What follows belongs to an exercise in optimizing a design on an open flow for small area, a short achievable clock period and few clock cycles per item; a production flow would make more cautious choices. RTL that was checked went through simulation tests only; none was proved equivalent to the original. For run 1, only the layout was checked, not whether the RTL still works.

==> flow/design.v, too long to show whole: its modules and the start of the top module <==
// module aes_ks_front: 70 lines
// module aes_ks_back: 32 lines
// module aes_sbox_benc: 13 lines
// module aes128_block_cipher: 8403 lines
module aes128_block_cipher (
    input  logic          aclk,
    input  logic          aresetn,
    input  logic          cfg_wr_en,
    input  logic [1:0]    cfg_index,
    input  logic [63:0]   cfg_data,
    input  logic          s_valid,
    output logic          s_ready,
    input  logic [63:0]   s_block_upper,
    input  logic [63:0]   s_block_lower,
    output logic          m_valid,
    input  logic          m_ready,
    output logic [63:0]   m_result_upper,
    output logic [63:0]   m_result_lower
);
  // ...
==> flow/flow/run.sh <==
#!/bin/bash
# Layout flow: the standard flow (standard.sh, unchanged synthesis), with
# one addition after global placement (flow/place_out.tcl): each register that
# drives an output port is moved next to its port before the flow legalizes
# and optimizes the placement. Each tool's output goes to a log file here.
set -euo pipefail
W=$PWD
bash standard.sh POST_GLOBAL_PLACE_TCL=$W/flow/place_out.tcl finish > layout.log 2>&1
==> flow/flow/place_out.tcl <==
# After global placement: put each flip-flop that drives an output port (through
# the port buffer) next to that port, together with the buffer, so the
# register-to-output paths are short. Detailed placement legalizes them later.
set block [ord::get_db_block]
set core [$block getCoreArea]
set cx0 [$core xMin]; set cy0 [$core yMin]; set cx1 [$core xMax]; set cy1 [$core yMax]
set inset 4000
set moved 0
foreach bt [$block getBTerms] {
  if {[$bt getIoType] != "OUTPUT"} continue
  set net [$bt getNet]
  if {$net == "NULL"} continue
  set bpins [$bt getBPins]
  if {[llength $bpins] == 0} continue
  set bb [[lindex $bpins 0] getBBox]
  set px [expr {([$bb xMin] + [$bb xMax]) / 2}]
  set py [expr {([$bb yMin] + [$bb yMax]) / 2}]
  # target point just inside the core, facing the pin
  set tx [expr {min(max($px, $cx0 + $inset), $cx1 - $inset)}]
  set ty [expr {min(max($py, $cy0 + $inset), $cy1 - $inset)}]
  # the port buffer drives the port; the flop drives the buffer
  foreach it [$net getITerms] {
    if {![$it isOutputSignal]} continue
    set buf [$it getInst]
    set bufin ""
    foreach bi [$buf getITerms] { if {[$bi isInputSignal]} { set bufin $bi } }
    if {$bufin == ""} continue
    set n2 [$bufin getNet]
    if {$n2 == "NULL"} continue
    set drv ""
    foreach it2 [$n2 getITerms] { if {[$it2 isOutputSignal]} { set drv [$it2 getInst] } }
    if {$drv == ""} continue
    if {![[$drv getMaster] isSequential]} continue
    if {[llength [$n2 getITerms]] != 2} continue
    $buf setLocation $tx $ty
    $drv setLocation $tx $ty
    incr moved
  }
}
puts "place_out: moved $moved output registers next to their ports"
==> flow/standard.sh <==
#!/bin/bash
# synth_recipe.tcl (not shown) runs the flow's synth.tcl, then flattens the netlist and writes it again
# the make line also repeats each setting of config.mk as NAME=value (left out here)
make -C /OpenROAD-flow-scripts/flow DESIGN_CONFIG=/design/flow/config.mk WORK_HOME=/design/flow/orfs CLKGATE_MAP_FILE= SYNTH_SCRIPT=/design/flow/synth_recipe.tcl "${@:-finish}"
==> flow/config.mk <==
export PLATFORM = sky130hd
export DESIGN_NAME = aes128_block_cipher
export DESIGN_NICKNAME = aes128_block_cipher
export VERILOG_FILES = /design/flow/design.v
export SDC_FILE = /design/flow/constraint.sdc
export NUM_CORES = 8
export LEC_CHECK = 0
export ABC_AREA = 1
export CAP_MARGIN = 30
export CORE_MARGIN = 2
export CORE_UTILIZATION = 45
export PLACE_DENSITY = 0.6
export SETUP_SLACK_MARGIN = 5.0
export SLEW_MARGIN = 30
==> flow/constraint.sdc <==
create_clock -name core_clock -period 8.0 [get_ports {aclk}]
set_input_delay 1.6000 -clock core_clock [delete_from_list [all_inputs] [get_ports {aclk}]]
set_output_delay 1.6000 -clock core_clock [all_outputs]
set_load 0.01 [all_outputs]
==> run_results.csv, run 1 <==
group,metric,value,unit
layout,drive_gt1_share,16.33,%
synthesis,synth_top_area_cell,"edfxtp_1",
setup_path,required,8.67,ns
clocking,cts_tree,"yes",
clocking,clk_pin_slew,0.06,ns
detailed_routing,wl_met2,264400,µm
run_status,status,"finished clean",
global_routing,grtUsageMet3,7.913,%
setup_path,worst_path_dominant_cell_family,"XOR/XNOR gates",
synthesis,synth-main-ff-cell,"edfxtp_1",
layout,n_all_buffers,1141,
timing,finalHoldViolations,0,
setup_path,crit_arrival,3.82,ns
synthesis,avgSynthCellArea,8.984,µm²
placement,dp_hpwl,490500,µm
synthesis,yosysWarnings,1,
global_routing,antenna_found_initial,49,
detailed_routing,dr.pass1.iters,9,
floorplanning,nWellTaps,4751,
global_routing,grt_first_pass_wirelength,874500,µm
detailed_routing,wl_met3,73020,µm
setup_path,path_common_cell,"xor2_1",
layout,largestClassByArea,"multi-input combinational cells",
setup_path,critical_path.endpoint,"r1[107]$_DFFE_PN_",
global_routing,grt_remaining_overflow,0,
layout,layout_commonest_cell,"nand2_1",
floorplanning,dieArea,363700,µm²
global_routing,grt_use_met1,44.63,%
setup_path,timing.rr.end,"kq[43]$_DFF_P_",
layout,multi_input_area_share,51.61,%
synthesis,synth_seq_cells,2220,
layout,register_area,64100,µm²
floorplanning,die_width,603.1,µm
detailed_routing,wl_per_cell,27.16,µm
==> inputs of run 2 (changes only) <==
--- a/flow/design.v
+++ b/flow/design.v
@@ -163,17 +163,17 @@
     logic [3:0]   rnd5;
     logic [3:0]   rnd6;
     logic [3:0]   rnd7;
     logic [127:0] oa, ob, oc;
     logic         oa_v, ob_v, oc_v;
     logic         s_ready_r;
     wire [127:0] kfirst = kdec ? k10_r : key_r;
     wire key_wr   = cfg_wr_en & ~cfg_index[1];
-    wire kready   = (kcnt == 7'd0) | (kcnt == (kexp ? 7'd20 : 7'd40));
+    wire kready   = (kcnt == 7'd0) | (kcnt == (kexp ? 7'd21 : 7'd40));
     wire done     = sv[7] & lst[7];
     wire stall    = done & oc_v;
     wire push     = done & ~stall;
     wire adv      = ~oa_v | m_ready;
     wire ob_ld    = (adv & ob_v) | ~ob_v;
     wire ld_a     = kready & (~dir_r | k10_ok);
     assign s_ready = s_ready_r;
     wire load     = s_valid & s_ready_r;
@@ -306,18 +306,19 @@
     assign ld_xa[2] = ~(ld_in[4] ^ ld_in[7] ^ ld_in[1]);
     assign ld_xa[3] = (ld_in[5] ^ ld_in[0] ^ ld_in[2]);
     assign ld_xa[4] = (ld_in[6] ^ ld_in[1] ^ ld_in[3]);
     assign ld_xa[5] = (ld_in[7] ^ ld_in[2] ^ ld_in[4]);
     assign ld_xa[6] = (ld_in[0] ^ ld_in[3] ^ ld_in[5]);
     assign ld_xa[7] = (ld_in[1] ^ ld_in[4] ^ ld_in[6]);
     wire [127:0] ld_x = dir_r ? ld_xa : ld_in;
     wire [127:0] kprev = c_first ? kfirst : (c_src[1] ? w1 : w0);
-    wire [31:0]  ks_in   = kprev[31:0] ^ (kdec ? kprev[63:32] : 32'h0);
-    wire [31:0]  ks_rot  = {ks_in[23:0], ks_in[31:24]};
+    logic [31:0] ksi;
+    wire [31:0]  kf_in   = kfirst[31:0] ^ (kdec ? kfirst[63:32] : 32'h0);
+    wire [31:0]  ks_rot  = ksi;
     wire [87:0]  kq_n;
     wire [71:0]  kp_n;
     wire [31:0]  kt_n;
     aes_ks_front u_kf0 (.x(ks_rot[31:24]), .q(kq_n[87:66]));
     aes_ks_back  u_kb0 (.q(kq[87:66]), .m(kp_n[71:54]));
     aes_sbox_benc u_ko0 (.m(kp_n[71:54]), .y(kt_n[31:24]));
     aes_ks_front u_kf1 (.x(ks_rot[23:16]), .q(kq_n[65:44]));
     aes_ks_back  u_kb1 (.q(kq[65:44]), .m(kp_n[53:36]));
@@ -330,16 +331,21 @@
     aes_sbox_benc u_ko3 (.m(kp_n[17:0]), .y(kt_n[7:0]));
     wire [31:0] kx  = kt_n ^ {c_rcon, 24'h0};
     wire [31:0] kb0 = kprev[127:96], kb1 = kprev[95:64], kb2 = kprev[63:32], kb3 = kprev[31:0];
     wire [31:0] kw0 = kb0 ^ kx;
     wire [31:0] kw1 = kdec ? (kb1 ^ kb0) : (kb1 ^ kb0 ^ kx);
     wire [31:0] kw2 = kdec ? (kb2 ^ kb1) : (kb2 ^ kb1 ^ kb0 ^ kx);
     wire [31:0] kw3 = kdec ? (kb3 ^ kb2) : (kb3 ^ kb2 ^ kb1 ^ kb0 ^ kx);
     wire [127:0] knext = {kw0, kw1, kw2, kw3};
+    wire [31:0] kn_in = kdec ? (kb3 ^ kb1) : kw3;
+    always_ff @(posedge aclk) begin
+        if (c_step && !stall) ksi <= {kn_in[23:0], kn_in[31:24]};
+        else if (c_first) ksi <= {kf_in[23:0], kf_in[31:24]};
+    end
     wire dir0 = dirs[0];
     wire last0 = lst[0];
     wire pd0 = dirs[0] & ~lst[0];
     wire dir1 = dirs[1];
     wire last1 = lst[1];
     wire pd1 = dirs[1] & ~lst[1];
     wire dir2 = dirs[2];
     wire last2 = lst[2];
@@ -8369,32 +8375,32 @@
         kdec_n = dir_n & k10_ok_n;
     end
     logic       first_n, klast_n;
     logic [1:0] src_n, step_n;
     logic [7:0] rcon_n;
     always_comb begin
         first_n = 1'b0; src_n = 2'b1; step_n = '0; klast_n = 1'b0; rcon_n = 8'h00;
         if (kexp_n) begin
-            first_n = (kcnt_n <= 7'd1) | (kcnt_n >= 7'd20);
-            if (kcnt_n >= 7'd4 && kcnt_n <= 7'd5) src_n = 2'b10;
-            if (kcnt_n >= 7'd8 && kcnt_n <= 7'd9) src_n = 2'b10;
-            if (kcnt_n >= 7'd12 && kcnt_n <= 7'd13) src_n = 2'b10;
-            if (kcnt_n >= 7'd16 && kcnt_n <= 7'd17) src_n = 2'b10;
+            first_n = (kcnt_n <= 7'd2) | (kcnt_n >= 7'd21);
+            if (kcnt_n >= 7'd5 && kcnt_n <= 7'd6) src_n = 2'b10;
+            if (kcnt_n >= 7'd9 && kcnt_n <= 7'd10) src_n = 2'b10;
+            if (kcnt_n >= 7'd13 && kcnt_n <= 7'd14) src_n = 2'b10;
+            if (kcnt_n >= 7'd17 && kcnt_n <= 7'd18) src_n = 2'b10;
             case (kcnt_n)
-                7'd1: begin step_n[0] = 1'b1; rcon_n = 8'h01; end
-                7'd3: begin step_n[1] = 1'b1; rcon_n = 8'h02; end
-                7'd5: begin step_n[0] = 1'b1; rcon_n = 8'h04; end
-                7'd7: begin step_n[1] = 1'b1; rcon_n = 8'h08; end
-                7'd9: begin step_n[0] = 1'b1; rcon_n = 8'h10; end
-                7'd11: begin step_n[1] = 1'b1; rcon_n = 8'h20; end
-                7'd13: begin step_n[0] = 1'b1; rcon_n = 8'h40; end
-                7'd15: begin step_n[1] = 1'b1; rcon_n = 8'h80; end
-                7'd17: begin step_n[0] = 1'b1; rcon_n = 8'h1b; end
-                7'd19: begin step_n[1] = 1'b1; rcon_n = 8'h36; klast_n = ~k10_ok_n; end
+                7'd2: begin step_n[0] = 1'b1; rcon_n = 8'h01; end
+                7'd4: begin step_n[1] = 1'b1; rcon_n = 8'h02; end
+                7'd6: begin step_n[0] = 1'b1; rcon_n = 8'h04; end
+                7'd8: begin step_n[1] = 1'b1; rcon_n = 8'h08; end
+                7'd10: begin step_n[0] = 1'b1; rcon_n = 8'h10; end
+                7'd12: begin step_n[1] = 1'b1; rcon_n = 8'h20; end
+                7'd14: begin step_n[0] = 1'b1; rcon_n = 8'h40; end
+                7'd16: begin step_n[1] = 1'b1; rcon_n = 8'h80; end
+                7'd18: begin step_n[0] = 1'b1; rcon_n = 8'h1b; end
+                7'd20: begin step_n[1] = 1'b1; rcon_n = 8'h36; klast_n = ~k10_ok_n; end
                 default: ;
             endcase
         end else if (kdec_n) begin
             first_n = (kcnt_n <= 7'd2) | (kcnt_n >= 7'd39);
             if (kcnt_n >= 7'd7 && kcnt_n <= 7'd10) src_n = 2'b10;
             if (kcnt_n >= 7'd15 && kcnt_n <= 7'd18) src_n = 2'b10;
             if (kcnt_n >= 7'd23 && kcnt_n <= 7'd26) src_n = 2'b10;
             if (kcnt_n >= 7'd31 && kcnt_n <= 7'd34) src_n = 2'b10;
@@ -8432,17 +8438,17 @@
             endcase
         end
         if (kcnt_n == 7'd0) begin
             first_n = 1'b1;
             step_n  = '0;
             klast_n = 1'b0;
         end
     end
-    wire       kready_n = (kcnt_n == 7'd0) | (kcnt_n == (kexp_n ? 7'd20 : 7'd40));
+    wire       kready_n = (kcnt_n == 7'd0) | (kcnt_n == (kexp_n ? 7'd21 : 7'd40));
     wire       done_n   = sv_n[7] & lst_n[7];
     wire       stall_n  = done_n & oc_v_n;
     wire       lda_n    = kready_n & (~dir_n | k10_ok_n);
     wire       ldb_n    = (kcnt_n != 7'd0) & (kcnt_n < 7'd8) & ~kexp_n;
     wire       s_ready_n = ~stall_n & (lda_n | ldb_n);
     always_ff @(posedge aclk) begin
         if (!aresetn) begin
             key_r     <= '0;
--- a/flow/config.mk
+++ b/flow/config.mk
@@ -5,10 +5,10 @@
 export SDC_FILE = /design/flow/constraint.sdc
 export NUM_CORES = 8
 export LEC_CHECK = 0
 export ABC_AREA = 1
 export CAP_MARGIN = 30
 export CORE_MARGIN = 2
 export CORE_UTILIZATION = 45
 export PLACE_DENSITY = 0.6
-export SETUP_SLACK_MARGIN = 5.0
+export SETUP_SLACK_MARGIN = 4.6
 export SLEW_MARGIN = 30
==> run_results.csv, run 2 <==
group,metric,value,unit
detailed_routing,wl_per_cell,25.70,µm
min_path,hp-class,"reg2reg",
layout,nets,19790,
setup_path,cp_max_fo,60,
floorplanning,die_width,616.4,µm
run_status,status,"finished clean",
global_routing,grt_max_degree,176,
setup_path,path_common_cell,"buf_4",
clocking,clk_latency,0.94,ns
synthesis,synth-main-ff-cell,"edfxtp_1",
placement,dp_cells,24180,
min_path,hp-start,"dirs[4]$_DFF_P_",
timing,fmax,0.2904,GHz
synthesis,synth_fp_nets,19590,
synthesis,syn_inst,19310,
synthesis,synth_cell_type_count,62,
clocking,cts_hold_buffers,0,
setup_path,slowest_stage,"dfxtp_4",
detailed_routing,drt_iter0_drc,15590,
detailed_routing,dr.pass1.iters,7,
floorplanning,die_h,616.4,µm
timing,setup_viol,0,
floorplanning,core_area,372800,µm²
synthesis,ys_seq_area_share,38.52,%
run,drv_cap,0,
synthesis,synthArstFlopShare,0,%
synthesis,yosysWarnings,1,
floorplanning,start_util,45.27,%
global_routing,busiest_layer,"met2",
floorplanning,ios,329,
timing,finalHoldViolations,0,
placement,dp_hpwl,509200,µm
setup_path,worst_setup_path_end_kind,"flop",
synthesis,synthTopCellsByArea,"edfxtp_1 35%, xor2_1 17%, xnor2_1 15%, nand2_1 9.9%, inv_1 3.4%",
timing,min_period,3.444,ns
global_routing,grt_use_total,32.39,%
layout,fin_cells,24730,
layout,fin_area,187100,µm²
synthesis,avgSynthCellArea,8.739,µm²
timing,rsz0062_at_grt,"true",
clocking,cts_max_level,5,
setup_path,slowest_delay,0.74,ns
setup_path,crit_chain,"buf_4 -> buf_4 -> nor2_1 -> xnor2_4 -> or2_2 -> nand3_1 -> nand2_1",
synthesis,synth_area,168800,µm²
floorplanning,rows,224,
detailed_routing,wirelength,635500,µm
min_path,hold_depth,0,
setup_path,rr_worst_depth,7,
layout,syn_to_final_growth,10.86,%
setup_path,crit_path_start_kind,"flop",
min_path,min_to,"dirs[5]$_DFF_P_",
setup_path,crit_arrival,4.22,ns
setup_path,timing.rr.end,"r1[62]$_DFFE_PN_",
placement,port_buffers,328,
timing,slew_viol_final,0,
layout,layout_commonest_cell,"nand2_1",
synthesis,synth-edff-count,1991,
global_routing,met2_usage,48.54,%
synthesis,yosysMostFrequentCell,"nand2_1",
global_routing,grt_remaining_overflow,0,
synthesis,synth_top_cell_area_share,35.43,%
synthesis,synth_commonest_cells,"4449 x nand2_1, 3205 x xor2_1, 2847 x xnor2_1, 1991 x edfxtp_1, 1528 x inv_1",
global_routing,grt_use_met1,42.86,%
layout,utilization,50.19,%
clocking,clock_path_buffers,4,
setup_path,r2r_slack,4.56,ns
setup_path,worstReg2RegStart,"dirs[7]$_DFF_P_",
clocking,cts_tree,"yes",
detailed_routing,vias_per_cell,5.346,
global_routing,grtUsageMet3,5.823,%
global_routing,antenna_found_initial,46,
detailed_routing,ant_nets,0,
detailed_routing,drc_errors,0,
setup_path,required,8.78,ns
timing,finClkSkew,0.06947,ns
setup_path,startpoint,"dirs[7]$_DFF_P_",
layout,final_cell_mix,"4444 x nand2_1, 3166 x xor2_1, 2836 x xnor2_1, 1991 x edfxtp_1, 1518 x inv_1",
global_routing,grt_first_pass_wirelength,881400,µm
layout,largestRegisters,"u0s1 (192), u1s1 (192)",
global_routing,first_global_vias,120200,
clocking,clk_pin_slew,0.07,ns
synthesis,synth_top_area_cell,"edfxtp_1",
placement,dpl_cell_area,177300,µm²
setup_path,crit_type,"reg2reg",
clocking,numCtsBuffers,272,
synthesis,synth_seq_cells,2252,
timing,finalCritPeriodShare,43.05,%
timing,relSlewSlack,15.51,%
clocking,clock-root-buffer,"clkbuf_16",
timing,worst_pin_slew,1.254,ns
clocking,cts.sinks,2252,
detailed_routing,vias,132200,
layout,drive_gt1_share,5.992,%
floorplanning,dieArea,379900,µm²
## run 2: cell count changes after synthesis, sizes merged, moves of 36 or more
cell    delta
nor2      +87
nand2    +727
clkbuf    -41
a21oi     -85
buf      +104
or2       -36
nand3b    +46
inv      +444
nand3     +66
xnor2     -66
o211ai    +50
o21bai    +72
o21ai     -76
## run 2: cell type report
cell class	instances	area, µm²
flip-flops and latches	2252	65050
multi-input cells	14920	96040
clock buffers	340	7311
inverters	1558	5992
well taps	4972	6221
clock inverters	148	1406
diodes	29	72.57
fillers	35070	185700
repair buffers	504	4992
## run 2: stage by stage
stage	hold WS [ns]	worst slack (ns)	setup TNS [ns]
2_1_floorplan	0.3096	-7.112	-910.29
3_3_place_gp	0.3123	2.998	0
3_5_place_dp	0.3157	3.002	0
4_1_cts	0.3284	4.589	0
5_1_grt	0.3325	4.574	0
6_report	0.3277	4.556	0
## run 2: worst max path at each step
stage | endpoint | slack, ns | depth (start not counted)
floorplan | oc[0]$_DFFE_PP_ | -7.11 | 5
global placement | c_rcon[4]$_DFF_P_ | 3.00 | 11
detailed placement | c_rcon[4]$_DFF_P_ | 3.00 | 11
CTS | c_src[1]$_SDFF_PN0_ | 4.59 | 12
global route | c_step[0]$_SDFF_PP0_ | 4.57 | 15
finish | r1[62]$_DFFE_PN_ | 4.56 | 7
## run 2: logic make-up after synthesis
| logic type | Yosys count | synth area share (%) |
|---|---|---|
| simple gates | 6297 | 15.05 |
| flops | 2252 | 38.52 |
| compound gates | 2272 | 7.325 |
| mux | 20 | 0.1194 |
| fa+ha+maj | 74 | 0.5486 |
| buf+inv | 2138 | 4.967 |
| xor+xnor | 6259 | 33.46 |
## run 2: routing by layer
metal  vias to the layer above  share of wire, %
li1                      62090                 -
met1                     62760                40
met2                      6099                42
met3                      1217               9.2
met4                        22               8.1
met5                         -             0.029
## run 2: critical path, delay by kind of cell, from the launching register on
| kind | cells | cell delay [ns] |
|---|---|---|
| buf+inv | 2 | 1.02 |
| simple gates | 4 | 0.76 |
| xor+xnor | 1 | 0.62 |
| flops | 1 | 0.74 |
## run 2: timing repair
action	4_1_cts	5_1_grt
cloned	5	3
setup endpoints to repair	1571	647
resized for setup	202	80
pin swaps	1	4
endpoints found under the hold margin	0	0
setup buffers	6	15
Testbench counts of run 2, summed over its fixed seeds: cycles 8,768, blocks 1,536.
==> inputs of run 3 (changes only) <==
--- a/flow/config.mk
+++ b/flow/config.mk
@@ -12,3 +12,3 @@
 export PLACE_DENSITY = 0.6
-export SETUP_SLACK_MARGIN = 4.6
+export SETUP_SLACK_MARGIN = 5.0
 export SLEW_MARGIN = 30
==> run_results.csv, run 3 <==
group,metric,value,unit
global_routing,grt_use_total,32.74,%
min_path,hp-class,"reg2reg",
clocking,numCtsBuffers,272,
timing,holdWs,0.3279,ns
setup_path,crit_arrival,1.55,ns
setup_path,critPathBufInv,1,
placement,dpl_cell_area,177300,µm²
global_routing,grt_max_degree,167,
placement,place_ws,3.002,ns
detailed_routing,ant_nets,0,
floorplanning,rows,224,
min_path,min_to,"dirs[1]$_DFF_P_",
layout,final_cell_mix,"4389 x nand2_1, 3022 x xor2_1, 2730 x xnor2_1, 1991 x edfxtp_1, 1508 x inv_1",
floorplanning,ios,329,
setup_path,rr_worst_depth,8,
setup_path,slowest_delay,0.42,ns
synthesis,synthTopCellsByArea,"edfxtp_1 35%, xor2_1 17%, xnor2_1 15%, nand2_1 9.9%, inv_1 3.4%",
timing,slew_viol_final,0,
layout,syn_to_final_growth,14.27,%
placement,dp_hpwl,509200,µm
synthesis,synth_area,168800,µm²
detailed_routing,drc_errors,0,
run_status,status,"finished clean",
setup_path,slowest_stage,"edfxtp_1",
synthesis,synth_top_area_cell,"edfxtp_1",
layout,fin_cells,25000,
synthesis,synth_fp_nets,19590,
layout,nets,20070,
setup_path,timing.rr.end,"u0s2[85]$_DFFE_PN_",
timing,finClkSkew,0.07372,ns
clocking,cts_tree,"yes",
detailed_routing,vias,134500,
clocking,cts_hold_buffers,0,
floorplanning,start_util,45.27,%
setup_path,r2r_slack,4.91,ns
synthesis,synth_top_cell_area_share,35.43,%
detailed_routing,wl_per_cell,26.08,µm
clocking,clk_latency,0.96,ns
timing,fmax,0.3179,GHz
synthesis,synth-edff-count,1991,
setup_path,cp_max_fo,1,
synthesis,synth_commonest_cells,"4449 x nand2_1, 3205 x xor2_1, 2847 x xnor2_1, 1991 x edfxtp_1, 1528 x inv_1",
setup_path,crit_chain,"buf_2",
clocking,clock_path_buffers,4,
layout,fillers,34500,
timing,relSlewSlack,21.17,%
global_routing,first_global_vias,121000,
placement,dp_cells,24180,
floorplanning,dieArea,379900,µm²
min_path,hold_depth,0,
layout,layout_commonest_cell,"nand2_1",
global_routing,antenna_found_initial,48,
floorplanning,core_area,372800,µm²
layout,drive_gt1_share,10.05,%
synthesis,synth_seq_cells,2252,
synthesis,synth-main-ff-cell,"edfxtp_1",
timing,finalHoldViolations,0,
detailed_routing,drt_iter0_drc,16150,
clocking,clk_pin_slew,0.06,ns
synthesis,synth_cell_type_count,62,
timing,setup_viol,0,
timing,worst_pin_slew,1.170,ns
clocking,cts.sinks,2252,
floorplanning,die_h,616.4,µm
clocking,clock-root-buffer,"clkbuf_16",
setup_path,worst_setup_path_end_kind,"output port",
synthesis,syn_inst,19310,
timing,finalCritPeriodShare,39.32,%
floorplanning,die_width,616.4,µm
setup_path,worst_path_dominant_cell_family,"flip-flops",
placement,port_buffers,328,
setup_path,worstReg2RegStart,"u0s1[27]$_DFFE_PN_",
timing,setup_tns,0,ns
timing,fin_ws,4.854,ns
detailed_routing,dr.pass1.iters,7,
clocking,cts_max_level,5,
timing,rsz0062_at_grt,"true",
setup_path,crit_type,"reg2out",
setup_path,crit_path_start_kind,"flop",
setup_path,required,6.40,ns
synthesis,avgSynthCellArea,8.739,µm²
synthesis,synthArstFlopShare,0,%
layout,utilization,51.73,%
run,drv_cap,0,
min_path,hp-start,"dirs[0]$_DFF_P_",
timing,min_period,3.146,ns
synthesis,yosysMostFrequentCell,"nand2_1",
global_routing,grt_remaining_overflow,0,
synthesis,ys_seq_area_share,38.52,%
layout,fin_area,192800,µm²
synthesis,yosysWarnings,1,
layout,largestRegisters,"u0s1 (192), u1s1 (192)",
detailed_routing,vias_per_cell,5.380,
global_routing,grt_first_pass_wirelength,890000,µm
detailed_routing,wirelength,652100,µm
-- run 3: what timing repair did --
| item | 4_1_cts | 5_1_grt |
|---|---|---|
| resized for setup | 869 | 477 |
| setup endpoints to repair | 2487 | 1233 |
| gates cloned | 13 | 18 |
| buffers inserted | 70 | 210 |
| pin swaps | 19 | 117 |
-- run 3: per-layer routing --
layer / GRT usage [%] / part of all wire [%]
met1: 43.49 / 40
met2: 48.92 / 42
met3: 5.670 / 10
met4: 21.88 / 8.5
met5: 0.01263 / 0.016
-- run 3: final cells by class --
class / instances / area (µm²) / area share, %
multi-input combinational: 14930 / 99270 / 51.48
sequential: 2252 / 65060 / 33.74
timing repair buffer: 777 / 7400 / 3.837
clock buffer: 340 / 7311 / 3.791
tap: 4972 / 6221 / 3.226
inverter: 1558 / 6073 / 3.149
clock inverter: 148 / 1406 / 0.7293
antenna: 24 / 60.06 / 0.03114
timing repair inverter: 4 / 37.54 / 0.01946
-- run 3: how the worst max path moves through the flow --
stage                     start  slack (ns)                  to  depth (start not counted)
2_1_floorplan           m_ready       -7.11     oc[0]$_DFFE_PP_                          5
3_3_place_gp       cfg_index[1]        3.00   c_rcon[4]$_DFF_P_                         11
3_5_place_dp       cfg_index[1]        3.00   c_rcon[4]$_DFF_P_                         11
4_1_cts        oa[50]$_DFFE_PP_        4.82  m_result_lower[50]                          1
5_1_grt        oa[50]$_DFFE_PP_        4.85  m_result_lower[50]                          1
6_report       oa[18]$_DFFE_PP_        4.85  m_result_lower[18]                          1
-- run 3: kinds of logic after synthesis --
| group | after synthesis | synth area share, % |
|---|---|---|
| and+or+nand+nor | 6297 | 15.05 |
| buffers and inverters | 2138 | 4.967 |
| adders and majority gates | 74 | 0.5486 |
| xor gates and xnor gates | 6259 | 33.46 |
| muxes | 20 | 0.1194 |
| DFF | 2252 | 38.52 |
| AOI/OAI and AO/OA | 2272 | 7.325 |
==> inputs of run 4 (changes only) <==
--- a/flow/config.mk
+++ b/flow/config.mk
@@ -10,4 +10,4 @@
 export CORE_MARGIN = 2
-export CORE_UTILIZATION = 45
-export PLACE_DENSITY = 0.6
+export CORE_UTILIZATION = 50
+export PLACE_DENSITY = 0.65
 export SETUP_SLACK_MARGIN = 5.0
==> run_results.csv, run 4 <==
group,metric,value,unit
synthesis,synthTopCellsByArea,"edfxtp_1 35%, xor2_1 17%, xnor2_1 15%, nand2_1 9.9%, inv_1 3.4%",
min_path,hold_depth,0,
synthesis,synth_area,168800,µm²
timing,finalCritPeriodShare,39.81,%
detailed_routing,drc_errors,0,
timing,finClkSkew,0.09556,ns
floorplanning,start_util,50.18,%
synthesis,synth_seq_cells,2252,
setup_path,crit_arrival,1.59,ns
layout,nets,20120,
timing,rsz0062_at_grt,"true",
placement,dp_cells,23750,
setup_path,crit_path_start_kind,"flop",
detailed_routing,wl_per_cell,27.38,µm
min_path,hp-start,"dirs[0]$_DFF_P_",
global_routing,grt_first_pass_wirelength,913100,µm
floorplanning,die_width,585.0,µm
global_routing,grt_use_total,37.84,%
run,drv_cap,0,
floorplanning,ios,329,
setup_path,crit_chain,"buf_2",
timing,finalHoldViolations,0,
layout,fin_area,193400,µm²
synthesis,synth-edff-count,1991,
clocking,clock-root-buffer,"clkbuf_16",
setup_path,worstReg2RegStart,"c_src[1]$_SDFF_PN0_",
setup_path,rr_worst_depth,10,
synthesis,synth_commonest_cells,"4449 x nand2_1, 3205 x xor2_1, 2847 x xnor2_1, 1991 x edfxtp_1, 1528 x inv_1",
layout,final_cell_mix,"4381 x nand2_1, 3033 x xor2_1, 2728 x xnor2_1, 1991 x edfxtp_1, 1507 x inv_1",
setup_path,timing.rr.end,"k10_r[9]$_DFFE_PP_",
min_path,min_to,"dirs[1]$_DFF_P_",
global_routing,grt_remaining_overflow,0,
placement,dp_hpwl,523700,µm
setup_path,worst-path-stages,1,
detailed_routing,vias_per_cell,5.503,
global_routing,grt_max_degree,159,
layout,largestRegisters,"u0s1 (192), u1s1 (192)",
synthesis,synth_top_cell_area_share,35.43,%
setup_path,required,6.40,ns
layout,drive_gt1_share,10.70,%
setup_path,r2r_slack,4.89,ns
synthesis,synth_top_area_cell,"edfxtp_1",
timing,worst_pin_slew,1.126,ns
layout,syn_to_final_growth,14.59,%
detailed_routing,wirelength,673800,µm
clocking,cts.sinks,2252,
timing,setup_viol,0,
placement,dpl_cell_area,177100,µm²
setup_path,cp_max_fo,1,
run_status,status,"finished clean",
detailed_routing,dr.pass1.iters,6,
setup_path,slowest_stage,"edfxtp_1",
floorplanning,core_area,336300,µm²
synthesis,synth_cell_type_count,62,
setup_path,crit_type,"reg2out",
detailed_routing,vias,135400,
setup_path,worst_path_dominant_cell_family,"flip-flops",
timing,min_period,3.185,ns
clocking,clk_latency,0.98,ns
clocking,clk_pin_slew,0.07,ns
clocking,cts_max_level,5,
min_path,hp-class,"reg2reg",
setup_path,worst_setup_path_end_kind,"output port",
layout,fin_cells,24610,
global_routing,first_global_vias,120700,
timing,fmax,0.3140,GHz
synthesis,ys_seq_area_share,38.52,%
global_routing,antenna_found_initial,57,
timing,slew_viol_final,0,
synthesis,syn_inst,19310,
timing,relSlewSlack,24.11,%
synthesis,yosysWarnings,1,
floorplanning,rows,213,
setup_path,critPathBufInv,1,
clocking,clock_path_buffers,4,
timing,fin_ws,4.815,ns
synthesis,yosysMostFrequentCell,"nand2_1",
clocking,cts_hold_buffers,0,
setup_path,startpoint,"oa[93]$_DFFE_PP_",
clocking,numCtsBuffers,269,
setup_path,slowest_delay,0.43,ns
detailed_routing,drt_iter0_drc,16530,
layout,layout_commonest_cell,"nand2_1",
clocking,cts_tree,"yes",
synthesis,synthArstFlopShare,0,%
placement,place_ws,3.153,ns
synthesis,synth-main-ff-cell,"edfxtp_1",
floorplanning,die_h,585.0,µm
detailed_routing,ant_nets,0,
placement,port_buffers,328,
synthesis,avgSynthCellArea,8.739,µm²
floorplanning,dieArea,342200,µm²
synthesis,synth_fp_nets,19590,
==> run 4: cell counts after synthesis <==
No cell type changed its count.
==> run 4: logic make-up after synthesis <==
logic type,after synthesis,synth area share [%]
simple gates,6297,15.05
mux,20,0.1194
xor+xnor,6259,33.46
fa+ha+maj,74,0.5486
buf+inv,2138,4.967
compound gates,2272,7.325
flops,2252,38.52
==> run 4: how the worst max path moves through the flow <==
stage | slack, ns | endpoint
floorplan | -7.11 | oc[0]$_DFFE_PP_
global placement | 3.13 | c_rcon[4]$_DFF_P_
detailed placement | 3.15 | c_rcon[4]$_DFF_P_
CTS | 4.77 | c_step[1]$_SDFF_PP0_
global route | 4.81 | u0s1[142]$_DFFE_PN_
finish | 4.81 | m_result_upper[29]
==> run 4: area by class of cell <==
cell class | instances | area, µm²
fill | 29780 | 143000
multi-input combinational | 14930 | 99530
sequential | 2252 | 65060
timing repair buffer | 835 | 7981
clock buffer | 338 | 7358
inverter | 1558 | 6056
tap | 4515 | 5649
clock inverter | 148 | 1620
antenna | 27 | 67.56
timing repair inverter | 6 | 57.56
==> run 4: metrics by stage <==
stage	util (%)	hold slack, ns	TNS (ns)
3_3_place_gp	52.57	0.3115	0
2_1_floorplan	-	0.3096	-910.29
5_1_grt	57.48	0.3199	0
4_1_cts	55.92	0.3130	0
6_report	57.50	0.3145	0
3_5_place_dp	52.65	0.3191	0
==> run 4: timing repair <==
item / in CTS / in global routing
endpoints found under the setup margin: 1987 / 1350
resized for setup: 853 / 559
pin swaps: 16 / 140
hold endpoints to repair: 0 / 0
gates cloned: 18 / 20
buffers inserted: 70 / 229
==> run 4: layer usage <==
layer,up-vias,global-route usage [%],part of all wire (%)
li1,62690,-,-
met1,64880,50.60,40
met4,28,25.07,8.3
met3,1377,7.238,10
met2,6435,55.80,42
met5,-,0,0.027
==> inputs of run 5 (changes only) <==
==> flow/flow/run.sh (replaced) <==
#!/bin/bash
# Layout flow: the standard flow (standard.sh, unchanged synthesis), with
# two changes in placement: the port buffers are buf_4 cells, and after global
# placement (flow/place_out.tcl) each register that drives an output port is
# moved next to its port before the flow legalizes and optimizes the placement.
# Each tool's output goes to a log file here.
set -euo pipefail
W=$PWD
bash standard.sh POST_GLOBAL_PLACE_TCL=$W/flow/place_out.tcl "BUFFER_PORTS_ARGS=-buffer_cell sky130_fd_sc_hd__buf_4" finish > layout.log 2>&1
--- a/flow/config.mk
+++ b/flow/config.mk
@@ -7,3 +7,2 @@
 export LEC_CHECK = 0
-export ABC_AREA = 1
 export CAP_MARGIN = 30
==> run_results.csv, run 5 <==
group,metric,value,unit
detailed_routing,vias,126600,
placement,port_buffers,328,
timing,min_period,3.172,ns
timing,finalCritPeriodShare,39.65,%
timing,rsz0062_at_grt,"true",
global_routing,grt_use_total,35.01,%
synthesis,synth_commonest_cells,"4776 x xnor2_1, 1991 x edfxtp_1, 1615 x nand2_1, 1462 x xor2_1, 1041 x nor2_1",
synthesis,synth_seq_cells,2252,
global_routing,grt_first_pass_wirelength,844500,µm
timing,finClkSkew,0.07963,ns
timing,setup_tns,0,ns
setup_path,critical_path.endpoint,"c_step[0]$_SDFF_PP0_",
layout,utilization,58.91,%
clocking,clk_pin_slew,0.06,ns
synthesis,synth-compound-area-share,9.555,%
setup_path,slowest_stage,"or4_4",
clocking,cts.sinks,2252,
synthesis,synth_area,166000,µm²
setup_path,startpoint,"lst[7]$_DFF_P_",
setup_path,crit_type,"reg2reg",
run_status,status,"finished clean",
detailed_routing,wirelength,620900,µm
synthesis,synth_fp_nets,17030,
global_routing,grt_remaining_overflow,0,
floorplanning,rows,211,
setup_path,worst_setup_path_end_kind,"flop",
floorplanning,dieArea,336600,µm²
min_path,hp-class,"reg2reg",
layout,fillers,27650,
global_routing,antenna_found_initial,41,
synthesis,synth_top_family_by_area,"XOR/XNOR gates",
synthesis,synth_top_area_cell,"edfxtp_1",
synthesis,synth-xor-area-share,34.46,%
layout,drive_gt1_share,15.74,%
layout,layout_commonest_cell,"xnor2_1",
synthesis,synthTopCellsByArea,"edfxtp_1 36%, xnor2_1 25%, xor2_1 7.7%, nand2_1 3.7%, mux2i_1 3.3%",
detailed_routing,vias_per_cell,5.805,
timing,worst_pin_slew,1.169,ns
synthesis,synthSimpleGateAreaFrac,9.654,%
layout,final_cell_mix,"4224 x xnor2_1, 1991 x edfxtp_1, 1609 x nand2_1, 1329 x xor2_1, 1033 x nor2_1",
synthesis,synth_cell_type_count,96,
setup_path,rr_worst_depth,9,
synthesis,yosysWarnings,1,
detailed_routing,dr.pass1.iters,10,
detailed_routing,wl_per_cell,28.46,µm
floorplanning,start_util,50.26,%
setup_path,r2r_slack,4.83,ns
setup_path,timing.rr.end,"c_step[0]$_SDFF_PP0_",
placement,dp_hpwl,471900,µm
timing,setup_viol,0,
synthesis,synthArstFlopShare,0,%
setup_path,path_common_cell,"or3_1",
synthesis,synth-edff-count,1991,
timing,finalHoldViolations,0,
global_routing,first_global_vias,112800,
detailed_routing,ant_nets,0,
clocking,clk_latency,0.94,ns
clocking,cts_max_level,5,
layout,nets,17490,
synthesis,synthMuxAreaShare,4.084,%
synthesis,avgSynthCellArea,9.907,µm²
setup_path,cp_max_fo,18,
detailed_routing,drc_errors,0,
timing,relSlewSlack,21.23,%
clocking,clock_path_buffers,4,
synthesis,yosys.area_share.adder,0.5819,%
detailed_routing,drt_iter0_drc,15470,
synthesis,ys_seq_area_share,39.16,%
synthesis,syn_inst,16760,
synthesis,synth-main-ff-cell,"edfxtp_1",
global_routing,grt_max_degree,199,
synthesis,synth_top_cell_area_share,36.02,%
clocking,numCtsBuffers,271,
setup_path,crit_chain,"and3_4 -> buf_6 -> or3_1 -> a21o_1 -> or4_4 -> or3_1 -> nand3_1 -> nor3_1 -> nor4_1",
layout,largestRegisters,"u0s1 (192), u1s1 (192)",
clocking,cts_tree,"yes",
synthesis,yosysMostFrequentCell,"xnor2_1",
timing,slew_viol_final,0,
setup_path,slowest_delay,0.61,ns
floorplanning,die_width,580.2,µm
floorplanning,core_area,330300,µm²
setup_path,worstReg2RegStart,"lst[7]$_DFF_P_",
setup_path,required,8.84,ns
setup_path,crit_path_start_kind,"flop",
clocking,clock-root-buffer,"clkbuf_16",
floorplanning,ios,329,
run,drv_cap,0,
setup_path,crit_arrival,4.02,ns
timing,holdWs,0.3283,ns
layout,syn_to_final_growth,17.20,%
floorplanning,die_h,580.2,µm
timing,fmax,0.3153,GHz
## run 5: cell type report
class	instances	area, µm²	area share, %
Antenna cell	15	37.54	0.01929
Inverter	232	902.1	0.4637
Timing Repair inverter	1	16.27	0.008360
Multi-Input combinational cell	13430	104600	53.77
Clock buffer	333	7338	3.772
Clock inverter	152	1598	0.8212
Timing Repair Buffer	1030	9458	4.861
Tap cell	4366	5463	2.808
Sequential cell	2252	65120	33.47
## run 5: critical path: cells and delay by family, from the launching register on
kind,cells,cell delay (ns)
simple gates,7,2.20
flops,1,0.36
compound gates,1,0.31
buf+inv,1,0.19
## run 5: worst min-delay path by stage
stage,start,slack [ns],end,cells after the start
after floorplan,dirs[0]$_DFF_P_,0.31,dirs[1]$_DFF_P_,0
after global placement,dirs[4]$_DFF_P_,0.31,dirs[5]$_DFF_P_,0
after detailed placement,dirs[4]$_DFF_P_,0.31,dirs[5]$_DFF_P_,0
after CTS,dirs[4]$_DFF_P_,0.33,dirs[5]$_DFF_P_,0
after global routing,dirs[4]$_DFF_P_,0.33,dirs[5]$_DFF_P_,0
final,dirs[4]$_DFF_P_,0.33,dirs[5]$_DFF_P_,0
## run 5: cells by family after synthesis
logic type               Yosys count
multiplexers                     659
buffers and inverters           1079
flip-flops                      2252
AO/OA/AOI/OAI                   2703
AND/OR/NAND/NOR                 3633
XOR/XNOR                        6352
adder cells (fa/ha/maj)           78
## run 5: timing repair
| item | 4_1_cts | 5_1_grt |
|---|---|---|
| pin swaps | 55 | 133 |
| gates resized for setup | 659 | 687 |
| setup buffers | 189 | 386 |
| hold buffers | 0 | 0 |
| setup endpoints to repair | 2361 | 1067 |
| gates cloned | 13 | 8 |
## run 5: through the flow
stage / area (µm²) / cells / setup WS (ns)
2_1_floorplan: 166200 / 16760 / 0.9671
3_5_place_dp: 172000 / 20710 / 3.579
3_3_place_gp: 171900 / 20710 / 3.458
4_1_cts: 186800 / 21400 / 4.793
5_1_grt: 194500 / 21800 / 4.754
6_report: 194600 / 21810 / 4.828
## run 5: layer usage
metal  GRT usage (%)  vias up  part of all wire, %
met3           7.624     1199                   11
met4           22.57       14                  8.1
met5               0        -                0.028
met2           51.12     6372                   42
met1           46.90    61460                   39
li1                -    57570                    -
==> inputs of run 6 (changes only) <==
--- a/flow/config.mk
+++ b/flow/config.mk
@@ -7,2 +7,3 @@
 export LEC_CHECK = 0
+export ABC_AREA = 1
 export CAP_MARGIN = 30
==> run_results.csv, run 6 <==
group,metric,value,unit
synthesis,synth_top_cell_area_share,35.43,%
detailed_routing,vias,135300,
setup_path,crit_chain,"buf_6",
timing,setup_tns,0,ns
clocking,cts_tree,"yes",
synthesis,avgSynthCellArea,8.739,µm²
setup_path,timing.rr.end,"x1[103]$_DFFE_PN_",
setup_path,slowest_delay,0.46,ns
clocking,cts_max_level,5,
synthesis,synth_commonest_cells,"4449 x nand2_1, 3205 x xor2_1, 2847 x xnor2_1, 1991 x edfxtp_1, 1528 x inv_1",
setup_path,cp_max_fo,1,
layout,layout_commonest_cell,"nand2_1",
clocking,clk_latency,0.95,ns
setup_path,rr_worst_depth,8,
setup_path,crit_arrival,1.57,ns
global_routing,grt_remaining_overflow,0,
global_routing,first_global_vias,121900,
detailed_routing,wirelength,667300,µm
timing,rsz0062_at_grt,"true",
setup_path,crit_type,"reg2out",
placement,port_buffers,328,
timing,finClkSkew,0.07112,ns
synthesis,synth_top_area_cell,"edfxtp_1",
setup_path,worst-path-stages,1,
floorplanning,die_h,585.0,µm
floorplanning,start_util,50.18,%
clocking,clock_path_buffers,4,
setup_path,critPathBufInv,1,
detailed_routing,drc_errors,0,
timing,fmax,0.3159,GHz
clocking,numCtsBuffers,271,
setup_path,worst_setup_path_end_kind,"output port",
setup_path,startpoint,"oa[20]$_DFFE_PP_",
synthesis,yosysMostFrequentCell,"nand2_1",
clocking,clock-root-buffer,"clkbuf_16",
clocking,clk_pin_slew,0.06,ns
detailed_routing,dr.pass1.iters,6,
run,drv_cap,0,
global_routing,grt_first_pass_wirelength,912000,µm
setup_path,required,6.40,ns
run_status,status,"finished clean",
layout,fin_cells,24540,
setup_path,slowest_stage,"edfxtp_1",
timing,slew_viol_final,0,
synthesis,synth-edff-count,1991,
synthesis,yosysWarnings,1,
global_routing,antenna_found_initial,39,
placement,dp_cells,23720,
setup_path,r2r_slack,4.94,ns
detailed_routing,drt_iter0_drc,16820,
layout,syn_to_final_growth,14.06,%
timing,relSlewSlack,21.09,%
global_routing,grt_use_total,37.71,%
synthesis,synthTopCellsByArea,"edfxtp_1 35%, xor2_1 17%, xnor2_1 15%, nand2_1 9.9%, inv_1 3.4%",
setup_path,critical_path.endpoint,"m_result_lower[20]",
clocking,cts.sinks,2252,
setup_path,worst_path_dominant_cell_family,"flip-flops",
detailed_routing,wl_per_cell,27.20,µm
synthesis,synth_area,168800,µm²
layout,final_cell_mix,"4402 x nand2_1, 3035 x xor2_1, 2739 x xnor2_1, 1991 x edfxtp_1, 1512 x inv_1",
synthesis,synthArstFlopShare,0,%
floorplanning,die_width,585.0,µm
timing,setup_viol,0,
detailed_routing,ant_nets,0,
min_path,hp-class,"reg2reg",
layout,utilization,57.23,%
timing,fin_ws,4.834,ns
placement,place_ws,3.391,ns
synthesis,synth_seq_cells,2252,
timing,min_period,3.166,ns
floorplanning,rows,213,
setup_path,worstReg2RegStart,"u0s3[127]$_DFFE_PN_",
layout,largestRegisters,"u0s1 (192), u1s1 (192)",
synthesis,syn_inst,19310,
layout,drive_gt1_share,10.96,%
detailed_routing,vias_per_cell,5.513,
floorplanning,dieArea,342200,µm²
synthesis,synth_cell_type_count,62,
synthesis,ys_seq_area_share,38.52,%
floorplanning,ios,329,
floorplanning,core_area,336300,µm²
timing,finalCritPeriodShare,39.57,%
synthesis,synth-main-ff-cell,"edfxtp_1",
timing,finalHoldViolations,0,
global_routing,grt_max_degree,168,
clocking,cts_hold_buffers,0,
setup_path,crit_path_start_kind,"flop",
layout,nets,20060,
timing,worst_pin_slew,1.171,ns
synthesis,synth_fp_nets,19590,
placement,dp_hpwl,519600,µm
[run 6: worst min path at each step]
stage / from / endpoint / cells after the start
3_3_place_gp: dirs[0]$_DFF_P_ / dirs[1]$_DFF_P_ / 0
6_report: dirs[4]$_DFF_P_ / dirs[5]$_DFF_P_ / 0
2_1_floorplan: dirs[0]$_DFF_P_ / dirs[1]$_DFF_P_ / 0
4_1_cts: dirs[4]$_DFF_P_ / dirs[5]$_DFF_P_ / 0
5_1_grt: dirs[4]$_DFF_P_ / dirs[5]$_DFF_P_ / 0
3_5_place_dp: dirs[0]$_DFF_P_ / dirs[1]$_DFF_P_ / 0
[run 6: stage by stage]
stage          hold WS [ns]  cell area [µm²]
5_1_grt              0.3332           192500
3_5_place_dp         0.3142           175900
2_1_floorplan        0.3096           168800
3_3_place_gp         0.3107           175700
6_report             0.3257           192500
4_1_cts              0.3237           188000
[run 6: cell families (layout without fill, tap and decap cells)]
kind of cell             count (synthesis)  after routing  synth area share, %
XOR/XNOR                              6259           6259                33.46
AO/OA/AOI/OAI                         2272           2272                7.325
flip-flops                            2252           2252                38.52
other                                    0             13                    0
AND/OR/NAND/NOR                       6297           6299                15.05
multiplexers                            20             20               0.1194
buffers and inverters                 2138           2832                4.967
adder cells (fa/ha/maj)                 74             74               0.5486
[run 6: cell type report]
| cell class | instances | area [µm²] |
|---|---|---|
| flip-flops and latches | 2252 | 65060 |
| clock buffers | 334 | 7353 |
| well taps | 4515 | 5649 |
| diodes | 13 | 32.53 |
| inverters | 1558 | 6015 |
| fillers | 29950 | 143800 |
| multi-input cells | 14920 | 98910 |
| clock inverters | 156 | 1679 |
| repair buffers | 783 | 7780 |
| repair inverters | 1 | 8.758 |
[run 6: routing by layer]
layer	vias to the layer above	global-route usage, %	wire, µm
met3	1236	7.093	70130
li1	62520	-	-
met1	64630	50.38	262000
met2	6863	56.09	280500
met4	24	24.22	54240
met5	-	0	475
[run 6: repair_timing]
action | in CTS | in global routing
resized for setup | 395 | 475
endpoints found under the setup margin | 2166 | 1257
pin swaps | 17 | 120
gates cloned | 12 | 8
setup buffers | 85 | 209
==> inputs of run 7 (changes only) <==
--- a/flow/config.mk
+++ b/flow/config.mk
@@ -10,5 +10,5 @@
 export CORE_MARGIN = 2
-export CORE_UTILIZATION = 50
-export PLACE_DENSITY = 0.65
-export SETUP_SLACK_MARGIN = 5.0
+export CORE_UTILIZATION = 45
+export PLACE_DENSITY = 0.6
+export SETUP_SLACK_MARGIN = 4.9
 export SLEW_MARGIN = 30
==> run_results.csv, run 7 <==
group,metric,value,unit
layout,largestRegisters,"u0s1 (192), u1s1 (192)",
clocking,clk_pin_slew,0.07,ns
detailed_routing,dr.pass1.iters,7,
clocking,cts.sinks,2252,
clocking,clock-root-buffer,"clkbuf_16",
floorplanning,rows,224,
global_routing,grt_use_total,33.02,%
timing,relSlewSlack,21.87,%
floorplanning,die_width,616.4,µm
global_routing,first_global_vias,121100,
synthesis,synth-edff-count,1991,
detailed_routing,drc_errors,0,
timing,finalHoldViolations,0,
synthesis,synthArstFlopShare,0,%
floorplanning,core_area,372800,µm²
layout,syn_to_final_growth,12.73,%
layout,final_cell_mix,"4407 x nand2_1, 3077 x xor2_1, 2779 x xnor2_1, 1991 x edfxtp_1, 1516 x inv_1",
synthesis,ys_seq_area_share,38.52,%
layout,fin_area,190200,µm²
layout,layout_commonest_cell,"nand2_1",
synthesis,synth_top_cell_area_share,35.43,%
floorplanning,dieArea,379900,µm²
setup_path,cp_max_fo,1,
floorplanning,die_h,616.4,µm
timing,finalCritPeriodShare,39.72,%
detailed_routing,ant_nets,0,
synthesis,avgSynthCellArea,8.739,µm²
setup_path,worst_path_dominant_cell_family,"flip-flops",
placement,port_buffers,328,
setup_path,crit_chain,"buf_6",
layout,drive_gt1_share,9.496,%
global_routing,antenna_found_initial,59,
detailed_routing,vias_per_cell,5.370,
setup_path,slowest_stage,"edfxtp_1",
timing,worst_pin_slew,1.172,ns
setup_path,required,6.40,ns
run_status,status,"finished clean",
detailed_routing,wl_per_cell,26.18,µm
timing,fmax,0.3147,GHz
synthesis,synthTopCellsByArea,"edfxtp_1 35%, xor2_1 17%, xnor2_1 15%, nand2_1 9.9%, inv_1 3.4%",
timing,rsz0062_at_grt,"true",
setup_path,slowest_delay,0.45,ns
min_path,hp-class,"reg2reg",
synthesis,synth_fp_nets,19590,
synthesis,yosysMostFrequentCell,"nand2_1",
setup_path,worst_setup_path_end_kind,"output port",
synthesis,synth_commonest_cells,"4449 x nand2_1, 3205 x xor2_1, 2847 x xnor2_1, 1991 x edfxtp_1, 1528 x inv_1",
placement,dp_hpwl,512300,µm
synthesis,synth-main-ff-cell,"edfxtp_1",
setup_path,crit_arrival,1.58,ns
floorplanning,start_util,45.27,%
detailed_routing,vias,133500,
detailed_routing,wirelength,650900,µm
timing,holdWs,0.3249,ns
synthesis,yosysWarnings,1,
clocking,cts_tree,"yes",
timing,min_period,3.178,ns
synthesis,synth_seq_cells,2252,
placement,dpl_cell_area,176300,µm²
synthesis,syn_inst,19310,
floorplanning,ios,329,
setup_path,crit_path_start_kind,"flop",
clocking,numCtsBuffers,273,
setup_path,crit_type,"reg2out",
timing,setup_viol,0,
global_routing,grt_first_pass_wirelength,897200,µm
setup_path,critPathBufInv,1,
timing,finClkSkew,0.09156,ns
run,drv_cap,0,
clocking,clk_latency,0.98,ns
clocking,clock_path_buffers,4,
synthesis,synth_area,168800,µm²
global_routing,grt_max_degree,186,
clocking,cts_max_level,5,
synthesis,synth_top_area_cell,"edfxtp_1",
synthesis,synth_cell_type_count,62,
timing,slew_viol_final,0,
global_routing,grt_remaining_overflow,0,
layout,nets,19910,
detailed_routing,drt_iter0_drc,16580,
==> run 7: cell types whose count changed in the layout (fill, tap and decap cells not counted), sizes merged <==
cell,before,now
inv,1570,1568
buf,766,620
clkbuf,343,347
bufbuf,8,2
clkinv,98,99
bufinv,30,24
nor2,921,920
clkinvlp,17,15
diode,13,41
==> run 7: logic make-up (layout without fill, tap and decap cells) <==
family / Yosys count / count (layout) / synth area share [%]
simple gates: 6297 / 6298 / 15.05
compound gates: 2272 / 2272 / 7.325
xor+xnor: 6259 / 6259 / 33.46
other cells: 0 / 41 / 0
buf+inv: 2138 / 2675 / 4.967
fa+ha+maj: 74 / 74 / 0.5486
flops: 2252 / 2252 / 38.52
mux: 20 / 20 / 0.1194
==> run 7: cell type report <==
class,count,area [µm²]
Antenna cell,41,102.6
Clock buffer,343,7490
Clock inverter,146,1600
Fill cell,34650,182500
Inverter,1558,6015
Multi-Input combinational cell,14920,97820
Sequential cell,2252,65050
Tap cell,4972,6221
Timing Repair Buffer,626,5911
Timing Repair inverter,2,20.02
==> run 7: repair_timing <==
action                      CTS  global route
pin swaps                    10            52
buffers inserted             33           130
gates resized for setup     302           297
hold buffers                  0             0
gates cloned                  6             4
setup endpoints to repair  1786           818
==> run 7: final timing paths <==
| check | from | endpoint | cells after the start | slack (ns) |
|---|---|---|---|---|
| setup / recovery | oa[7]$_DFFE_PP_ | m_result_lower[7] | 1 | 4.82 |
| hold / removal | dirs[0]$_DFF_P_ | dirs[1]$_DFF_P_ | 0 | 0.32 |
| setup reg to reg | u1s2[15]$_DFFE_PN_ | u1s3[103]$_DFFE_PN_ | 6 | 4.83 |
| hold reg to reg | dirs[0]$_DFF_P_ | dirs[1]$_DFF_P_ | 0 | 0.32 |
==> run 7: metrics by stage <==
step | std cells | setup TNS (ns) | setup slack (ns) | util, %
6_report | 24860 | 0 | 4.822 | 51.03
2_1_floorplan | 19310 | -910.29 | -7.112 | -
3_5_place_dp | 24160 | 0 | 3.050 | 47.30
5_1_grt | 24830 | 0 | 4.788 | 51.02
4_1_cts | 24690 | 0 | 4.730 | 50.23
3_3_place_gp | 24160 | 0 | 3.084 | 47.26
==> run 7: per-layer routing <==
layer	vias to the layer above	track usage, %	share of wire, %
li1	62300	-	-
met1	63510	43.80	40
met5	-	0	0.037
met3	1252	6.472	10
met2	6427	48.09	41
met4	34	23.70	8.8

## afterwards: timing with drivers on the ports
The results above use ideal ports. As a check the final layouts listed here were re-extracted and re-timed, cells and wires unchanged.
Step 1 assumes that a clkbuf_16 drives the clock port and a buf_2 every other input.
Step 2 also shifts input and output timing later by t, the mid clock arrival at the registers, as if the neighbouring blocks saw the same clock.
a / b / c = ideal / step 1 / step 2; a / b = the first two.
run	shift t [ns]	setup slack, ns	hold slack, ns	worst slew at a driven data input, ns	pins driven straight from the clock port
run 1	1.053	4.846 / 4.778 / 3.875	0.326 / 0.326 / 0.326	0.17	1
run 2	1.028	4.556 / 4.556 / 3.648	0.328 / 0.328 / 0.328	0.26	1
run 3	1.042	4.854 / 4.735 / 3.962	0.328 / 0.328 / 0.328	0.26	1
run 4	1.043	4.815 / 4.708 / 3.894	0.315 / 0.315 / 0.315	0.21	1
run 5	1.016	4.828 / 4.749 / 3.980	0.328 / 0.328 / 0.328	0.18	1
run 6	1.032	4.834 / 4.725 / 4.007	0.326 / 0.326 / 0.326	0.21	1
run 7	1.054	4.822 / 4.698 / 4.036	0.325 / 0.325 / 0.325	0.29	1
After both steps setup and hold are still met in every run listed. The setup slack of run 1, which loses most, moves by -0.068 ns with the drivers and by -0.971 ns with both steps.
